Source: an optimization exercise on an open RTL-to-GDS flow (aim: small area and a short achievable clock period). Production flows keep margins and buffers that such runs may drop. Where RTL was checked, it was by simulation tests only, not by an equivalence proof against the original.

== v6 ==
## arith_encoder
module arith_encoder #(
  parameter int SYMBOL_WIDTH = 4
) (
  input  logic                    general_clk,
  input  logic                    reset,
  input  logic                    in_valid,
  input  logic [15:0]             fl,
  input  logic [15:0]             fh,
  input  logic [SYMBOL_WIDTH-1:0] symbol,
  input  logic [SYMBOL_WIDTH:0]   nsyms,
  input  logic                    bool_mode,
  output logic                    out_valid,
  output logic [15:0]             range_out,
  output logic [23:0]             low_out,
  output logic [4:0]              cnt_out,
  output logic [1:0]              bit_flag,
  output logic [15:0]             out_bit_1,
  output logic [15:0]             out_bit_2
);
For scale: ~1700 cells after synthesis, ~12000 µm² of cells after synthesis.
export LEC_CHECK = 0
export ABC_AREA = 1
export CAP_MARGIN = 20
export CORE_MARGIN = 2
export CORE_UTILIZATION = 40
export CTS_BUF_LIST = sky130_fd_sc_hd__clkbuf_8
export SETUP_SLACK_MARGIN = 3.0
export SLEW_MARGIN = 20
create_clock -name core_clock -period 9.0 [get_ports {general_clk}]
standard.sh (not shown) runs the stock make flow with config.mk's settings and CLKGATE_MAP_FILE= SYNTH_SCRIPT=/design/flow/synth_recipe.tcl, a recipe that flattens the netlist after the stock synthesis.
==> flow/flow/run.sh <==
#!/bin/bash
# The standard layout with three changes: synthesis skips the quick ABC pass
# inside Yosys's synth (the final ABC mapping still runs), adders use Yosys's
# Sklansky carry network instead of Kogge-Stone, and the ports get the
# smallest buffer instead of the delay buffer that buffer_ports picks by
# default. All output goes to run_standard.log in this folder; ORFS keeps its
# own logs under orfs/logs.
set -euo pipefail
export SYNTH_ARGS="-noabc"
export SYNTH_OPERATIONS_ARGS="-extra-map +/choices/sklansky.v"
export BUFFER_PORTS_ARGS="-buffer_cell sky130_fd_sc_hd__buf_1"
bash standard.sh > run_standard.log 2>&1
Modified inputs, v7 compared to v6
--- a/flow/config.mk
+++ b/flow/config.mk
@@ -12,3 +12,3 @@
 export CTS_BUF_LIST = sky130_fd_sc_hd__clkbuf_8
-export SETUP_SLACK_MARGIN = 3.0
+export SETUP_SLACK_MARGIN = 2.8
 export SLEW_MARGIN = 20
[summary]
- The final layout from v7, which completed every stage, passed the timing, design-rule and antenna checks at the end of the flow.
- v7 -> v6: flip-flop and latch count flat
- Post-layout instance count excluding filler cells went down slightly going from v6 to v7.
- Across both runs, post-route minimum period was higher for v7 than for v6.
- Width of the die: v6 vs v7 identical
- NOTE: count of buffer and inverter cells on the critical path in v7 falls short of that of v6
- v6 ended up with u_stage_2.range_q[14] as its endpoint of the worst setup timing path; v7 ended up with u_stage_3.sum_q[17].
Function was not checked in any run of this note: the RTL went through the layout flow alone.

========
## the baseline
arith_encoder, a different RTL version from the one above (not shown whole).
Size in the first run: roughly 84 flip-flops, ~0.012 mm2 of cells after synthesis.
## arith_encoder
module arith_encoder #(
  parameter int SYMBOL_WIDTH = 4
) (
  input  logic                    general_clk,
  input  logic                    reset,
  input  logic                    in_valid,
  input  logic [15:0]             fl,
  input  logic [15:0]             fh,
  input  logic [SYMBOL_WIDTH-1:0] symbol,
  input  logic [SYMBOL_WIDTH:0]   nsyms,
  input  logic                    bool_mode,
  output logic                    out_valid,
  output logic [15:0]             range_out,
  output logic [23:0]             low_out,
  output logic [4:0]              cnt_out,
  output logic [1:0]              bit_flag,
  output logic [15:0]             out_bit_1,
  output logic [15:0]             out_bit_2
);
Settings: LEC_CHECK=0, ABC_AREA=1, CAP_MARGIN=20, CORE_MARGIN=2, CORE_UTILIZATION=40, CTS_BUF_LIST=sky130_fd_sc_hd__clkbuf_8, PLACE_DENSITY=0.7, SETUP_SLACK_MARGIN=3.0, SLEW_MARGIN=20; clock period 9.0 ns.
Scripts as last shown in full above: flow/flow/run.sh
#### Input delta (the candidate over the baseline)
- clearing PLACE_DENSITY, which used to be 0.7
- clearing CTS_BUF_LIST, which used to be sky130_fd_sc_hd__clkbuf_8
- swapping 3.0 for 2.5 in SETUP_SLACK_MARGIN
==> notes.md <==
The candidate improves on the baseline in final wirelength. The candidate reports a lower worst setup slack than the baseline does. Sum of buffers and inverters on the critical path in the candidate is 4 above the baseline.

========
Another version of the RTL of arith_encoder (not shown whole).
For scale: about 84 flip-flops, about 12000 um^2 of cells after synthesis.
export LEC_CHECK = 0
export ABC_AREA = 1
export CAP_MARGIN = 20
export CORE_MARGIN = 2
export CORE_UTILIZATION = 40
export CTS_BUF_LIST = sky130_fd_sc_hd__clkbuf_8
export SETUP_SLACK_MARGIN = 3.1
export SLEW_MARGIN = 20
create_clock -name core_clock -period 9.0 [get_ports {general_clk}]
Scripts as last shown in full above: flow/flow/run.sh
Rerun with:
SETUP_SLACK_MARGIN = 2.9   (was 3.1)
Effect: Cell count decreases by about 0.66%. Final area fell by 1.9%. Routed wire length is lower by 0.86%. Via count is about the same. Clock skew is about the same. Synthesized area does not change. Setup slack loses 110 ps. Global-route usage decreases by 0.16 points. Non-clock buffer count fell by 15.
Rerun with:
SETUP_SLACK_MARGIN = 2.8   (was 2.9)
Outcome: First-iteration DRC count grows by about 5.4%. Utilization shrinks by 0.50 points. Synthesized area is unchanged. Routed wire length shrinks by 1.4%. Synthesized cell count does not change. Cell count shrinks by about 0.4%. Die area stays the same.
Rerun with:
SETUP_SLACK_MARGIN = 3.0   (was 2.8)
The new run ran to the end with no violations.
Worst hold slack hardly moves.
Routed wire length rises by 1.5%.
Global-route usage grows by 0.13 points.
Critical path depth falls by 1.
Cell area rose by 2.0%.
Via count is about the same.
Area after synthesis stays the same.

========
RTL: one of the versions met above, not the one the previous note started from.
Size: roughly 1,700 cells after synthesis, roughly 84 flip-flops, about 12,000 um^2 of cells after synthesis.
Design arith_encoder, start of the top module:
module arith_encoder #(
  parameter int SYMBOL_WIDTH = 4
) (
  input  logic                    general_clk,
  input  logic                    reset,
  input  logic                    in_valid,
  input  logic [15:0]             fl,
  input  logic [15:0]             fh,
  input  logic [SYMBOL_WIDTH-1:0] symbol,
  input  logic [SYMBOL_WIDTH:0]   nsyms,
  input  logic                    bool_mode,
  output logic                    out_valid,
  output logic [15:0]             range_out,
  output logic [23:0]             low_out,
  output logic [4:0]              cnt_out,
  output logic [1:0]              bit_flag,
  output logic [15:0]             out_bit_1,
  output logic [15:0]             out_bit_2
);
export LEC_CHECK = 0
export ABC_AREA = 1
export CAP_MARGIN = 20
export CORE_MARGIN = 2
export CORE_UTILIZATION = 40
export CTS_BUF_LIST = sky130_fd_sc_hd__clkbuf_4 sky130_fd_sc_hd__clkbuf_8
export SETUP_SLACK_MARGIN = 2.9
export SLEW_MARGIN = 20
create_clock -name core_clock -period 9.0 [get_ports {general_clk}]
Scripts as last shown in full above: flow/flow/run.sh
The baseline finished with timing, DRC and antenna clean.
Next try:
Settings changed: CORE_UTILIZATION 40 to 50, CTS_BUF_LIST sky130_fd_sc_hd__clkbuf_4 sky130_fd_sc_hd__clkbuf_8 to sky130_fd_sc_hd__clkbuf_8.
Effect: The changed run completed without violations. Maximum frequency went down by 1.4%. Setup slack gets worse by 0.081 ns. Cell area went down by 1.3%. Global-route usage went up by 5.2 points. Core utilization went up by 11 points. Clock-buffer cell count does not change.
Next try:
Settings changed: CORE_UTILIZATION 50 to 40, SETUP_SLACK_MARGIN 2.9 to 2.8.
After rerunning:
- non-clock buffer count fell by 1
- clock-buffer cell count is unchanged
- area after synthesis stays the same
Next try:
Settings changed: CORE_UTILIZATION 40 to 55, PLACE_DENSITY set to 0.7, SETUP_SLACK_MARGIN 2.8 to 2.5.
=>
- The new run passed the timing, design-rule and antenna checks
- synthesized cell count stays the same
- maximum frequency decreases by 3.8%
- area after synthesis is unchanged
- count of clock-buffer cells in the layout is unchanged
- critical path depth decreases by 2
- design area decreases by 3.0%
- wire length decreases by 3.3%
- via count stays flat
- first-iteration DRC count increases by 8.6%

========
## run A
arith_encoder again, from the RTL that the note above started with.
## arith_encoder
module arith_encoder #(
  parameter int SYMBOL_WIDTH = 4
) (
  input  logic                    general_clk,
  input  logic                    reset,
  input  logic                    in_valid,
  input  logic [15:0]             fl,
  input  logic [15:0]             fh,
  input  logic [SYMBOL_WIDTH-1:0] symbol,
  input  logic [SYMBOL_WIDTH:0]   nsyms,
  input  logic                    bool_mode,
  output logic                    out_valid,
  output logic [15:0]             range_out,
  output logic [23:0]             low_out,
  output logic [4:0]              cnt_out,
  output logic [1:0]              bit_flag,
  output logic [15:0]             out_bit_1,
  output logic [15:0]             out_bit_2
);
export LEC_CHECK = 0
export ABC_AREA = 1
export CAP_MARGIN = 20
export CORE_MARGIN = 2
export CORE_UTILIZATION = 40
export CTS_BUF_LIST = sky130_fd_sc_hd__clkbuf_8
export GPL_ROUTABILITY_DRIVEN = 0
export SETUP_SLACK_MARGIN = 3.0
export SLEW_MARGIN = 20
create_clock -name core_clock -period 9.0 [get_ports {general_clk}]
Scripts as last shown in full above: flow/flow/run.sh
Modified inputs, run B compared to run A
- GPL_ROUTABILITY_DRIVEN no longer set, was 0
Notes after the runs:
Re critical path depth: no difference whatsoever between run A and run B.
Looking at run B and run A, the total instance count after detailed placement is a wash.
Number of non-clock inverters in the layout essentially unchanged between run B and run A.
On worst-case setup margin in the final layout, run A tracks run B almost exactly.
Reported for run B and run A, overall track demand over capacity in global routing turned out identical to the last digit.
Run A closes out successfully: all stages finished, all timing, DRC and antenna checks passed.
Run B reached the end of the flow, and the finished layout is clean on the timing, design-rule and antenna checks.
## Diff of input files: run C against run B
- a change of SETUP_SLACK_MARGIN from 3.0 to 2.75
## What came out
- Changes observed in run C relative to run B: summed area of non-filler cells in the final layout lost 1.9%; synthesis-to-layout area growth lost 2.2 points; placed wire-length estimate lost about 1%.
- Of the two values seen for last element of the critical path, u_stage_3.sum_q[16] was produced by run B and u_stage_3.sum_q[22] by run C.
- Run C: proportion of final cell area spent on non-clock buffers 0.48 points below run B
- Against run B, run C reports a final core utilization that is lower.
- Compared with run B, run C instantiates a smaller number of standard cells.
- Compared with run B, in run C sequential share of layout area held steady, area taken by flip-flops and latches lost 24 sq um.

## what the ideal ports hide
Ports are ideal in the flow. The routed layouts listed here were re-timed in OpenROAD. Step 1 assumes that a clkbuf_16 drives the clock port and a buf_2 every other input. Step 2, shift: input delay + t, output delay - t, t = (earliest + latest rising clock arrival at the registers) / 2. This alone moves slack from input paths to output paths. Slacks: ideal ports / drivers / drivers and shift; pairs: ideal ports / drivers.
| run | shift t [ns] | setup slack, ns | hold WS [ns] | slew at the worst register clock pin (ns) | worst data-port slew with drivers (ns) |
|---|---|---|---|---|---|
| v6 | 0.415 | 3.211 / 3.211 / 3.211 | 0.543 / 0.543 / 0.543 | 0.09 / 0.09 | 0.04 |
| v7 | 0.415 | 3.135 / 3.135 / 2.973 | 0.526 / 0.526 / 0.526 | 0.09 / 0.09 | 0.04 |
| the baseline | 0.411 | 3.198 / 3.198 / 2.944 | 0.507 / 0.507 / 0.507 | 0.09 / 0.09 | 0.04 |
| the candidate | 0.398 | 2.879 / 2.879 / 2.801 | 0.462 / 0.462 / 0.462 | 0.07 / 0.07 | 0.04 |
| the first run of note 3 | 0.422 | 3.272 / 3.272 / 3.061 | 0.450 / 0.450 / 0.450 | 0.11 / 0.11 | 0.04 |
| the second run of note 3 | 0.424 | 3.158 / 3.158 / 3.076 | 0.445 / 0.445 / 0.445 | 0.11 / 0.11 | 0.04 |
| the third run of note 3 | 0.425 | 3.130 / 3.130 / 2.847 | 0.447 / 0.447 / 0.447 | 0.11 / 0.11 | 0.04 |
| the fourth run of note 3 | 0.423 | 3.214 / 3.214 / 3.098 | 0.446 / 0.446 / 0.446 | 0.11 / 0.11 | 0.04 |
| the first run of note 4 | 0.416 | 3.221 / 3.221 / 3.047 | 0.500 / 0.500 / 0.500 | 0.10 / 0.10 | 0.04 |
| the second run of note 4 | 0.435 | 3.140 / 3.140 / 2.871 | 0.409 / 0.409 / 0.409 | 0.11 / 0.11 | 0.04 |
| the third run of note 4 | 0.417 | 3.068 / 3.068 / 3.016 | 0.474 / 0.474 / 0.474 | 0.10 / 0.10 | 0.04 |
| the fourth run of note 4 | 0.427 | 2.831 / 2.831 / 2.632 | 0.425 / 0.425 / 0.425 | 0.12 / 0.12 | 0.03 |
| run A | 0.413 | 3.244 / 3.244 / 3.171 | 0.475 / 0.475 / 0.475 | 0.10 / 0.10 | 0.03 |
| run B | 0.413 | 3.244 / 3.244 / 3.171 | 0.475 / 0.475 / 0.475 | 0.10 / 0.10 | 0.03 |
| run C | 0.419 | 3.054 / 3.054 / 2.821 | 0.458 / 0.458 / 0.458 | 0.10 / 0.10 | 0.04 |
After both steps every run listed still meets setup and hold. The setup slack of the third run of note 3, which loses most, moves by 0.000 ns with the drivers and by -0.283 ns with both steps.
